Background: an optimization exercise with open tools, aiming at a short achievable clock period and few clock cycles. Do not read the settings as production practice. The RTL was checked by simulation tests, not by an equivalence proof against the original design. Power and IR drop assume default switching activity.

==> flow/design.v <==
package dlx_pkg;
    typedef enum logic [5:0] {
        OP_RTYPE = 6'h00,
        OP_J     = 6'h02,
        OP_BEQZ  = 6'h04,
        OP_BNEZ  = 6'h05,
        OP_ADDI  = 6'h08,
        OP_LW    = 6'h23,
        OP_SW    = 6'h2b
    } opcode_e;
    typedef enum logic [5:0] {
        FN_ADD = 6'h20,
        FN_SUB = 6'h22,
        FN_AND = 6'h24,
        FN_OR  = 6'h25,
        FN_XOR = 6'h26,
        FN_SLT = 6'h2a
    } funct_e;
    typedef enum logic [2:0] {
        ALU_ADD,
        ALU_SUB,
        ALU_AND,
        ALU_OR,
        ALU_XOR,
        ALU_SLT
    } alu_op_e;
    typedef enum logic [1:0] {
        FWD_REG,
        FWD_EXMEM,
        FWD_MEMWB
    } fwd_sel_e;
    typedef struct packed {
        alu_op_e alu_op;
        logic    alu_src_imm;
        logic    mem_rd;
        logic    mem_wr;
        logic    reg_wr;
        logic    branch;
        logic    branch_nz;
        logic    jump;
    } ctrl_t;
    typedef struct packed {
        logic [32-1:0] inc_pc;
        logic [32-1:0] instr;
        logic                 valid;
    } if_id_t;
    typedef struct packed {
        ctrl_t                ctrl;
        logic [32-1:0] inc_pc;
        logic [32-1:0] bus_a;
        logic [32-1:0] bus_b;
        logic [32-1:0] imm32;
        logic [4:0]           rs1;
        logic [4:0]           rs2;
        logic [4:0]           rd;
        logic                 valid;
    } id_ex_t;
    typedef struct packed {
        ctrl_t                ctrl;
        logic [32-1:0] inc_pc;
        logic [32-1:0] imm32;
        logic [32-1:0] alu_res;
        logic [32-1:0] store_data;
        logic                 bus_a_zero;
        logic [4:0]           rd;
        logic                 valid;
    } ex_mem_t;
    typedef struct packed {
        logic                 reg_wr;
        logic                 mem_rd;
        logic [32-1:0] alu_res;
        logic [32-1:0] mem_rd_data;
        logic [4:0]           rd;
        logic                 valid;
    } mem_wb_t;
endpackage
`timescale 1ns/1ps
module dlx_decode (
    input  logic [32-1:0] instr,
    output dlx_pkg::ctrl_t                ctrl,
    output logic [4:0]           rs1,
    output logic [4:0]           rs2,
    output logic [4:0]           rd,
    output logic [32-1:0] imm32
);
    dlx_pkg::opcode_e              opcode;
    dlx_pkg::funct_e               funct;
    logic [32-1:0] imm_i;
    logic [32-1:0] imm_j;
    assign opcode = dlx_pkg::opcode_e'(instr[31:26]);
    assign funct  = dlx_pkg::funct_e'(instr[5:0]);
    assign rs1    = instr[25:21];
    assign rs2    = instr[20:16];
    assign imm_i = {{(32-1-15){instr[15]}},
                    instr[15:0]};
    assign imm_j = {{(32-1-25){instr[25]}},
                    instr[25:0]};
    always_comb begin
        ctrl        = '0;
        ctrl.alu_op = dlx_pkg::ALU_ADD;
        imm32       = imm_i;
        rd          = instr[20:16];
        case (opcode)
            dlx_pkg::OP_RTYPE: begin
                rd          = instr[15:11];
                ctrl.reg_wr = 1'b1;
                case (funct)
                    dlx_pkg::FN_ADD:  ctrl.alu_op = dlx_pkg::ALU_ADD;
                    dlx_pkg::FN_SUB:  ctrl.alu_op = dlx_pkg::ALU_SUB;
                    dlx_pkg::FN_AND:  ctrl.alu_op = dlx_pkg::ALU_AND;
                    dlx_pkg::FN_OR:   ctrl.alu_op = dlx_pkg::ALU_OR;
                    dlx_pkg::FN_XOR:  ctrl.alu_op = dlx_pkg::ALU_XOR;
                    dlx_pkg::FN_SLT:  ctrl.alu_op = dlx_pkg::ALU_SLT;
                    default: ctrl.alu_op = dlx_pkg::ALU_ADD;
                endcase
            end
            dlx_pkg::OP_ADDI: begin
                ctrl.alu_src_imm = 1'b1;
                ctrl.reg_wr      = 1'b1;
            end
            dlx_pkg::OP_LW: begin
                ctrl.alu_src_imm = 1'b1;
                ctrl.mem_rd      = 1'b1;
                ctrl.reg_wr      = 1'b1;
            end
            dlx_pkg::OP_SW: begin
                ctrl.alu_src_imm = 1'b1;
                ctrl.mem_wr      = 1'b1;
            end
            dlx_pkg::OP_BEQZ: ctrl.branch = 1'b1;
            dlx_pkg::OP_BNEZ: begin
                ctrl.branch    = 1'b1;
                ctrl.branch_nz = 1'b1;
            end
            dlx_pkg::OP_J: begin
                ctrl.jump = 1'b1;
                imm32     = imm_j;
            end
            default: ctrl = '0;
        endcase
    end
endmodule
`timescale 1ns/1ps
module dlx_hazard (
    input  logic [4:0] id_rs1,
    input  logic [4:0] id_rs2,
    input  logic [4:0] ex_rs1,
    input  logic [4:0] ex_rs2,
    input  logic [4:0] ex_rd,
    input  logic       ex_mem_rd,
    input  logic       ex_valid,
    input  logic [4:0] mem_rd,
    input  logic       mem_reg_wr,
    input  logic [4:0] wb_rd,
    input  logic       wb_reg_wr,
    input  logic       take_branch,
    output dlx_pkg::fwd_sel_e   fwd_a,
    output dlx_pkg::fwd_sel_e   fwd_b,
    output logic       pc_enable,
    output logic       if_id_hold,
    output logic       id_ex_bubble,
    output logic       flush
);
    logic load_use;
    function automatic dlx_pkg::fwd_sel_e pick_src(input logic [4:0] src);
        dlx_pkg::fwd_sel_e sel;
        sel = dlx_pkg::FWD_REG;
        if (src != 5'd0) begin
            if (mem_reg_wr && (mem_rd == src)) begin
                sel = dlx_pkg::FWD_EXMEM;
            end else if (wb_reg_wr && (wb_rd == src)) begin
                sel = dlx_pkg::FWD_MEMWB;
            end
        end
        pick_src = sel;
    endfunction
    always_comb begin
        fwd_a = pick_src(ex_rs1);
        fwd_b = pick_src(ex_rs2);
    end
    assign load_use = ex_valid && ex_mem_rd && (ex_rd != 5'd0) &&
                      ((ex_rd == id_rs1) || (ex_rd == id_rs2));
    assign flush        = take_branch;
    assign pc_enable    = !load_use || take_branch;
    assign if_id_hold   = !load_use || take_branch;
    assign id_ex_bubble = load_use && !take_branch;
endmodule
`timescale 1ns/1ps
module dlx_execute (
    input  logic [32-1:0] op_a,
    input  logic [32-1:0] op_b,
    input  logic [32-1:0] imm32,
    input  dlx_pkg::ctrl_t                ctrl,
    output logic [32-1:0] alu_res,
    output logic                 a_zero
);
    logic [32-1:0] src_b;
    assign src_b = ctrl.alu_src_imm ? imm32 : op_b;
    always_comb begin
        case (ctrl.alu_op)
            dlx_pkg::ALU_ADD: alu_res = op_a + src_b;
            dlx_pkg::ALU_SUB: alu_res = op_a - src_b;
            dlx_pkg::ALU_AND: alu_res = op_a & src_b;
            dlx_pkg::ALU_OR:  alu_res = op_a | src_b;
            dlx_pkg::ALU_XOR: alu_res = op_a ^ src_b;
            dlx_pkg::ALU_SLT: begin
                alu_res = {{(32-1){1'b0}}, ($signed(op_a) < $signed(src_b))};
            end
            default: alu_res = op_a + src_b;
        endcase
    end
    assign a_zero = (op_a == '0);
endmodule
`timescale 1ns/1ps
module dlx_regfile (
    input  logic                 clk,
    input  logic                 rst,
    input  logic [4:0]           rs1,
    input  logic [4:0]           rs2,
    input  logic [4:0]           wr_rd,
    input  logic                 wr_en,
    input  logic [32-1:0] wr_data,
    output logic [32-1:0] bus_a,
    output logic [32-1:0] bus_b
);
    logic [32-1:0] regs [32];
    always_ff @(posedge clk) begin
        if (rst) begin
            for (int i = 0; i < 32; i++) begin
                regs[i] <= '0;
            end
        end else if (wr_en && (wr_rd != 5'd0)) begin
            regs[wr_rd] <= wr_data;
        end
    end
    function automatic logic [32-1:0] read_port(input logic [4:0] idx);
        logic [32-1:0] val;
        if (idx == 5'd0) begin
            val = '0;
        end else if (wr_en && (wr_rd == idx)) begin
            val = wr_data;
        end else begin
            val = regs[idx];
        end
        read_port = val;
    endfunction
    always_comb begin
        bus_a = read_port(rs1);
        bus_b = read_port(rs2);
    end
endmodule
`timescale 1ns/1ps
module dlx_pipeline (
    input  logic                 clk,
    input  logic                 rst,
    input  logic [32-1:0] init_pc,
    output logic [32-1:0] i_addr,
    input  logic [32-1:0] instruction,
    output logic [4:0]           rs1,
    output logic [4:0]           rs2,
    input  logic [32-1:0] bus_a,
    input  logic [32-1:0] bus_b,
    output logic [32-1:0] mem_addr,
    output logic [32-1:0] mem_wr_data,
    output logic                 mem_wr,
    input  logic [32-1:0] mem_rd_data,
    output logic                 reg_wr,
    output logic [4:0]           rd,
    output logic [32-1:0] reg_wr_data
);
    logic [32-1:0] pc;
    logic [32-1:0] inc_pc;
    logic [32-1:0] target;
    dlx_pkg::if_id_t               if_id;
    dlx_pkg::id_ex_t               id_ex;
    dlx_pkg::ex_mem_t              ex_mem;
    dlx_pkg::mem_wb_t              mem_wb;
    dlx_pkg::ctrl_t                id_ctrl;
    logic [4:0]           id_rd;
    logic [32-1:0] id_imm32;
    dlx_pkg::fwd_sel_e             fwd_a;
    dlx_pkg::fwd_sel_e             fwd_b;
    logic                 pc_enable;
    logic                 if_id_hold;
    logic                 id_ex_bubble;
    logic                 flush;
    logic                 take_branch;
    logic [32-1:0] op_a;
    logic [32-1:0] op_b;
    logic [32-1:0] alu_res;
    logic                 a_zero;
    logic [32-1:0] wb_data;
    assign i_addr = pc;
    assign inc_pc = pc + 32'd4;
    always_ff @(posedge clk) begin
        if (rst) begin
            pc <= init_pc;
        end else if (pc_enable) begin
            pc <= take_branch ? target : inc_pc;
        end
    end
    always_ff @(posedge clk) begin
        if (rst || flush) begin
            if_id.inc_pc <= '0;
            if_id.instr  <= 32'h0000_0000;
            if_id.valid  <= 1'b0;
        end else if (if_id_hold) begin
            if_id.inc_pc <= inc_pc;
            if_id.instr  <= instruction;
            if_id.valid  <= 1'b1;
        end
    end
    dlx_decode i_dlx_decode (
        .instr (if_id.instr),
        .ctrl  (id_ctrl),
        .rs1   (rs1),
        .rs2   (rs2),
        .rd    (id_rd),
        .imm32 (id_imm32)
    );
    dlx_hazard i_dlx_hazard (
        .id_rs1       (rs1),
        .id_rs2       (rs2),
        .ex_rs1       (id_ex.rs1),
        .ex_rs2       (id_ex.rs2),
        .ex_rd        (id_ex.rd),
        .ex_mem_rd    (id_ex.ctrl.mem_rd),
        .ex_valid     (id_ex.valid),
        .mem_rd       (ex_mem.rd),
        .mem_reg_wr   (ex_mem.valid && ex_mem.ctrl.reg_wr),
        .wb_rd        (mem_wb.rd),
        .wb_reg_wr    (reg_wr),
        .take_branch  (take_branch),
        .fwd_a        (fwd_a),
        .fwd_b        (fwd_b),
        .pc_enable    (pc_enable),
        .if_id_hold   (if_id_hold),
        .id_ex_bubble (id_ex_bubble),
        .flush        (flush)
    );
    always_ff @(posedge clk) begin
        if (rst) begin
            id_ex <= '0;
        end else if (flush || id_ex_bubble) begin
            id_ex.valid <= 1'b0;
        end else begin
            id_ex.ctrl   <= id_ctrl;
            id_ex.inc_pc <= if_id.inc_pc;
            id_ex.bus_a  <= bus_a;
            id_ex.bus_b  <= bus_b;
            id_ex.imm32  <= id_imm32;
            id_ex.rs1    <= rs1;
            id_ex.rs2    <= rs2;
            id_ex.rd     <= id_rd;
            id_ex.valid  <= if_id.valid;
        end
    end
    always_comb begin
        case (fwd_a)
            dlx_pkg::FWD_EXMEM: op_a = ex_mem.alu_res;
            dlx_pkg::FWD_MEMWB: op_a = wb_data;
            default:   op_a = id_ex.bus_a;
        endcase
        case (fwd_b)
            dlx_pkg::FWD_EXMEM: op_b = ex_mem.alu_res;
            dlx_pkg::FWD_MEMWB: op_b = wb_data;
            default:   op_b = id_ex.bus_b;
        endcase
    end
    dlx_execute i_dlx_execute (
        .op_a    (op_a),
        .op_b    (op_b),
        .imm32   (id_ex.imm32),
        .ctrl    (id_ex.ctrl),
        .alu_res (alu_res),
        .a_zero  (a_zero)
    );
    always_ff @(posedge clk) begin
        if (rst) begin
            ex_mem <= '0;
        end else if (flush) begin
            ex_mem.valid <= 1'b0;
        end else begin
            ex_mem.ctrl       <= id_ex.ctrl;
            ex_mem.inc_pc     <= id_ex.inc_pc;
            ex_mem.imm32      <= id_ex.imm32;
            ex_mem.alu_res    <= alu_res;
            ex_mem.store_data <= op_b;
            ex_mem.bus_a_zero <= a_zero;
            ex_mem.rd         <= id_ex.rd;
            ex_mem.valid      <= id_ex.valid;
        end
    end
    assign take_branch = ex_mem.valid &&
                         (ex_mem.ctrl.jump ||
                          (ex_mem.ctrl.branch && (ex_mem.bus_a_zero ^ ex_mem.ctrl.branch_nz)));
    assign target      = ex_mem.inc_pc + ex_mem.imm32;
    assign mem_addr    = ex_mem.alu_res;
    assign mem_wr_data = ex_mem.store_data;
    assign mem_wr      = ex_mem.valid && ex_mem.ctrl.mem_wr;
    always_ff @(posedge clk) begin
        if (rst) begin
            mem_wb <= '0;
        end else begin
            mem_wb.reg_wr      <= ex_mem.ctrl.reg_wr;
            mem_wb.mem_rd      <= ex_mem.ctrl.mem_rd;
            mem_wb.alu_res     <= ex_mem.alu_res;
            mem_wb.mem_rd_data <= mem_rd_data;
            mem_wb.rd          <= ex_mem.rd;
            mem_wb.valid       <= ex_mem.valid;
        end
    end
    assign wb_data     = mem_wb.mem_rd ? mem_wb.mem_rd_data : mem_wb.alu_res;
    assign reg_wr_data = wb_data;
    assign rd          = mem_wb.rd;
    assign reg_wr      = mem_wb.valid && mem_wb.reg_wr && (mem_wb.rd != 5'd0);
endmodule
`timescale 1ns/1ps
module dlx_core (
    input  logic                 clk,
    input  logic                 rst,
    input  logic [32-1:0] init_pc,
    output logic [32-1:0] i_addr,
    input  logic [32-1:0] instruction,
    output logic [32-1:0] mem_addr,
    output logic [32-1:0] mem_wr_data,
    output logic                 mem_wr,
    input  logic [32-1:0] mem_rd_data,
    output logic                 reg_wr,
    output logic [4:0]           rd,
    output logic [32-1:0] reg_wr_data
);
    logic [4:0]           rs1;
    logic [4:0]           rs2;
    logic [32-1:0] bus_a;
    logic [32-1:0] bus_b;
    dlx_pipeline i_dlx_pipeline (
        .clk         (clk),
        .rst         (rst),
        .init_pc     (init_pc),
        .i_addr      (i_addr),
        .instruction (instruction),
        .rs1         (rs1),
        .rs2         (rs2),
        .bus_a       (bus_a),
        .bus_b       (bus_b),
        .mem_addr    (mem_addr),
        .mem_wr_data (mem_wr_data),
        .mem_wr      (mem_wr),
        .mem_rd_data (mem_rd_data),
        .reg_wr      (reg_wr),
        .rd          (rd),
        .reg_wr_data (reg_wr_data)
    );
    dlx_regfile i_dlx_regfile (
        .clk     (clk),
        .rst     (rst),
        .rs1     (rs1),
        .rs2     (rs2),
        .wr_rd   (rd),
        .wr_en   (reg_wr),
        .wr_data (reg_wr_data),
        .bus_a   (bus_a),
        .bus_b   (bus_b)
    );
endmodule
==> flow/run.sh <==
#!/bin/bash
# synth_recipe.tcl (not shown) runs the flow's synth.tcl, then flattens the netlist and writes it again
# the make line also repeats each setting of config.mk as NAME=value (left out here)
make -C /OpenROAD-flow-scripts/flow DESIGN_CONFIG=/design/flow/config.mk WORK_HOME=/design/flow/orfs CLKGATE_MAP_FILE= SYNTH_SCRIPT=/design/flow/synth_recipe.tcl finish
==> flow/config.mk <==
export PLATFORM = sky130hd
export DESIGN_NAME = dlx_core
export DESIGN_NICKNAME = dlx_core
export VERILOG_FILES = /design/flow/design.v
export SDC_FILE = /design/flow/constraint.sdc
export NUM_CORES = 4
export LEC_CHECK = 0
export CAP_MARGIN = 20
export CORE_MARGIN = 2
export CORE_UTILIZATION = 40
export SLEW_MARGIN = 20
==> flow/constraint.sdc <==
create_clock -name core_clock -period 7.0 [get_ports {clk}]
set_input_delay 1.4000 -clock core_clock [delete_from_list [all_inputs] [get_ports {clk}]]
set_output_delay 1.4000 -clock core_clock [all_outputs]
set_load 0.01 [all_outputs]
==> results.txt <==
[worst max-delay path, delay by kind of cell (launching register included)]
kind	cells	cell delay (ns)
and+or+nand+nor	4	1.19
DFF	1	0.65
adders and majority gates	2	1.17
xor gates and xnor gates	1	0.18
buffers and inverters	1	0.19
AOI/OAI and AO/OA	10	3.03
[sequential cells by signal, summed over array words and instances (netlist names), named ones only]
name,count
i_dlx_pipeline.mem_wb,72
i_dlx_regfile.regs,1024
i_dlx_pipeline.pc,32
i_dlx_pipeline.ex_mem,135
i_dlx_pipeline.if_id,65
i_dlx_pipeline.id_ex,148
[power breakdown]
part / switching (uW) / total, uW / internal (uW) / leakage [uW]
clock: 3790 / 8690 / 4900 / 0.00261
sequential: 393 / 10200 / 9790 / 0.0144
combinational: 1780 / 3040 / 1260 / 0.0135
total: 5960 / 21900 / 16000 / 0.0305
[metrics by stage]
step	hold slack (ns)	util	power, uW	setup slack [ns]
after floorplan	0.4273	-	12100	1.361
after global placement	0.4365	0.4284	13320	0.5959
after detailed placement	0.4405	0.4285	13350	0.6212
after CTS	0.4500	0.4563	21960	0.5710
after global routing	0.4667	0.4563	22560	0.08068
final	0.4487	0.4564	21910	0.4344
[worst paths after layout]
kind                                                               end  depth (start not counted)                                  start
worst max register to register  i_dlx_pipeline.ex_mem[64]$_SDFFE_PP0N_                         18    i_dlx_pipeline.mem_wb[1]$_SDFF_PP0_
worst min register to register  i_dlx_pipeline.id_ex[117]$_SDFFE_PP0N_                          2  i_dlx_pipeline.if_id[38]$_SDFFE_PP0N_
worst max-delay path            i_dlx_pipeline.ex_mem[64]$_SDFFE_PP0N_                         18    i_dlx_pipeline.mem_wb[1]$_SDFF_PP0_
worst min-delay path            i_dlx_pipeline.id_ex[117]$_SDFFE_PP0N_                          2  i_dlx_pipeline.if_id[38]$_SDFFE_PP0N_
[synth_stat cells (11+ instances only)]
library cell	number	share of area
a211oi_1	47	0.0046
a21o_1	49	0.0047
a21oi_1	408	0.026
a22oi_1	140	0.014
a311oi_1	13	0.0015
a31oi_1	11	0.00089
and3_1	22	0.0018
buf_1	81	0.0039
buf_4	72	0.0070
clkbuf_1	502	0.024
dfxtp_1	430	0.11
edfxtp_1	1056	0.41
ha_1	128	0.021
inv_1	163	0.0079
mux2i_1	144	0.019
mux4_2	640	0.19
nand2_1	467	0.023
nand2b_1	19	0.0015
nand3_1	41	0.0026
nand4_1	25	0.0020
nor2_1	1433	0.069
nor2b_1	88	0.0071
nor3_1	41	0.0026
nor4_1	16	0.0013
o211ai_1	11	0.0011
o21a_1	18	0.0017
o21ai_0	138	0.0089
o21bai_1	16	0.0016
o221ai_1	16	0.0018
o22ai_1	24	0.0019
o31ai_1	13	0.0013
or3_1	11	0.00089
xnor2_1	82	0.0093
xor2_1	50	0.0057
[area by class of cell]
type	count	area share
sequential	1486	0.4592
multi-input combinational	4264	0.3936
clock buffer	212	0.05014
timing repair buffer	401	0.04305
tap	2526	0.03596
clock inverter	88	0.01091
inverter	165	0.007075
antenna	4	0.0001139
[logic make-up (layout without fill, tap and decap cells)]
group / count (synthesis) / after routing / share of synthesized area
AND/OR/NAND/NOR: 2209 / 2209 / 0.1163
multiplexers: 790 / 790 / 0.2057
buffers and inverters: 820 / 866 / 0.04322
other: 1 / 36 / 0.00004841
AO/OA/AOI/OAI: 970 / 970 / 0.07785
flip-flops: 1486 / 1486 / 0.5205
adder cells (fa/ha/maj): 131 / 131 / 0.02145
XOR/XNOR: 132 / 132 / 0.01492
[metal layers]
metal | share of wire | GRT usage
met1 | 0.37 | 0.3443
met2 | 0.48 | 0.4514
met3 | 0.095 | 0.05442
met4 | 0.056 | 0.1424
met5 | 0.00018 | 0
==> results.tsv <==
metric	value	unit
Mapped Cells	6539	
number of buffers on the longest clock path	3	
Pwr per Cell Area	249.3	nW/um^2
Core ar.	192600	sq um
first-pass GRT wire length	393.0	mm
ys flop type	edfxtp_1	
hold bufs inserted after CTS	0	
DRC marker count from the first detailed-route iteration	6544	
Worst Hold Class	reg -> reg	
CTS Buf Count	163	
max_cap viols	0	
CP startpoint kind	register	
Sequential cell area	40360	sq um
Fin Clk Skew	0.05956	ns
Worst Path Max Fanout	31	
WP data required	7.68	ns
crit-path most repeated cell	o21ai_0	
commonest non-fill, non-tap cell in the layout	nor2_1	
Critical Path, Cell by Cell	nor2_1 > nand2_1 > nand3_1 > nor4_1 > ha_2 > a22oi_1 > o21ai_0 > ha_1 > a21o_1 > a2111oi_0 > buf_4 > o21ai_0 > a31o_2 > o41ai_1 > o21ai_0 > xor2_1 > a221oi_1 > a211oi_1	
final period utilization	0.9379	
Clock H-tree levels	4	
Die Height	444.1	microns
Synth Warn #	5	
slowest cell delay on critical path	0.74	ns
vias in the first global route	55428	
post-DR vias/cell	6.085	
RePlAce Congestion	0.9527	
CTS tree	done	
leakage power	0.03052	uW
Yosys cell types	81	
DP Cell Count	8842	
pin count of the biggest net entering global routing	136	
Setup TNS	0	ns
Slew headroom	0.1952	
IO buf count	232	
grt ovf	0	
final-stage net count	6710	
post_cts resized	0	
RSZ-0062 raised after global routing	false	
Peak Freq	152.3	MHz
Critical Path AT	7.24	ns
placed wire-length estimate	175.8	mm
clock latency (worst-skew pair)	0.84	ns
EDFF count, synth	1056	
DR vias	55657	
Post-Syn Area per Cell	11.85	sq um
First-pass DRT Iterations	8	
row cnt	161	
GR Util All Layers	0.2746	
setup bufs post-CTS	0	
clk slew on worst S/H paths	0.06	ns
non-filler cells, final	9146	
number of routed nets with antenna violations	0	
Layout area overhead	13.45	%
reg-to-reg slack, setup	0.43	ns
status	complete, no violations	
die area	197200	sq um
ratio of cells with drive above 1 in the final layout	0.1814	
die width	444.1	microns
commonest non-fill, non-tap cells in the layout	1430 x nor2_1, 1056 x edfxtp_1, 640 x mux4_2	
Final Max Tran Viols	0	
Multi-input gate area	34590	sq um
Peak VDD IR	0.2227	mV
Final setup viols	0	
CP Capture Type	register	
Fin. Hold Viols	0	
post-synthesis sequential area ratio	0.5205	
Starting Density	0.4023	
worst slew pin tran	1.205	ns
Final Instance Area	87890	sq um
Crit Path Class	reg -> reg	
ys async rst share	0	
mapped cell area	77470	sq um
Avg WL per Cell	29.92	microns
area of placed instances	82510	sq um
Sink Count	1486	
Slowest-stage cell, CP	ha_2	
DRC viols	0	
num ports	233	
final WL	273.6	mm
fin crit period	6.566	ns
Clock Tree Root	clkbuf_16	
initial antenna violation count	12	
synthesis-stage register bit count	1486	
fill count	17335	
Testbench counts, summed over its fixed seeds: cycles 36,743.

-- port drivers added, routing unchanged --
No port has a modelled driver above. Below, the same layout with a new extraction and two added sets of constraints. Step 1, drivers: a clkbuf_16 drives clk and a buf_2 each remaining input, both assumed. Step 2 times the ports against the registers' clock, not the clock port: input delays grow and output delays shrink by t, the midpoint of the rising clock arrivals with the driver on. a / b / c = no drivers / after step 1 / after step 2; a / b = the first two.
t, ns: 0.906
setup slack, ns: 0.434 / 0.434 / 0.434
hold WS [ns]: 0.449 / 0.449 / 0.449
latest minus earliest clock arrival (ns): 0.064 / 0.064
worst data-port slew with drivers (ns): 0.06
After both steps setup and hold are still met in this run. The setup slack of this run moves by 0.000 ns with the drivers and by 0.000 ns with both steps.
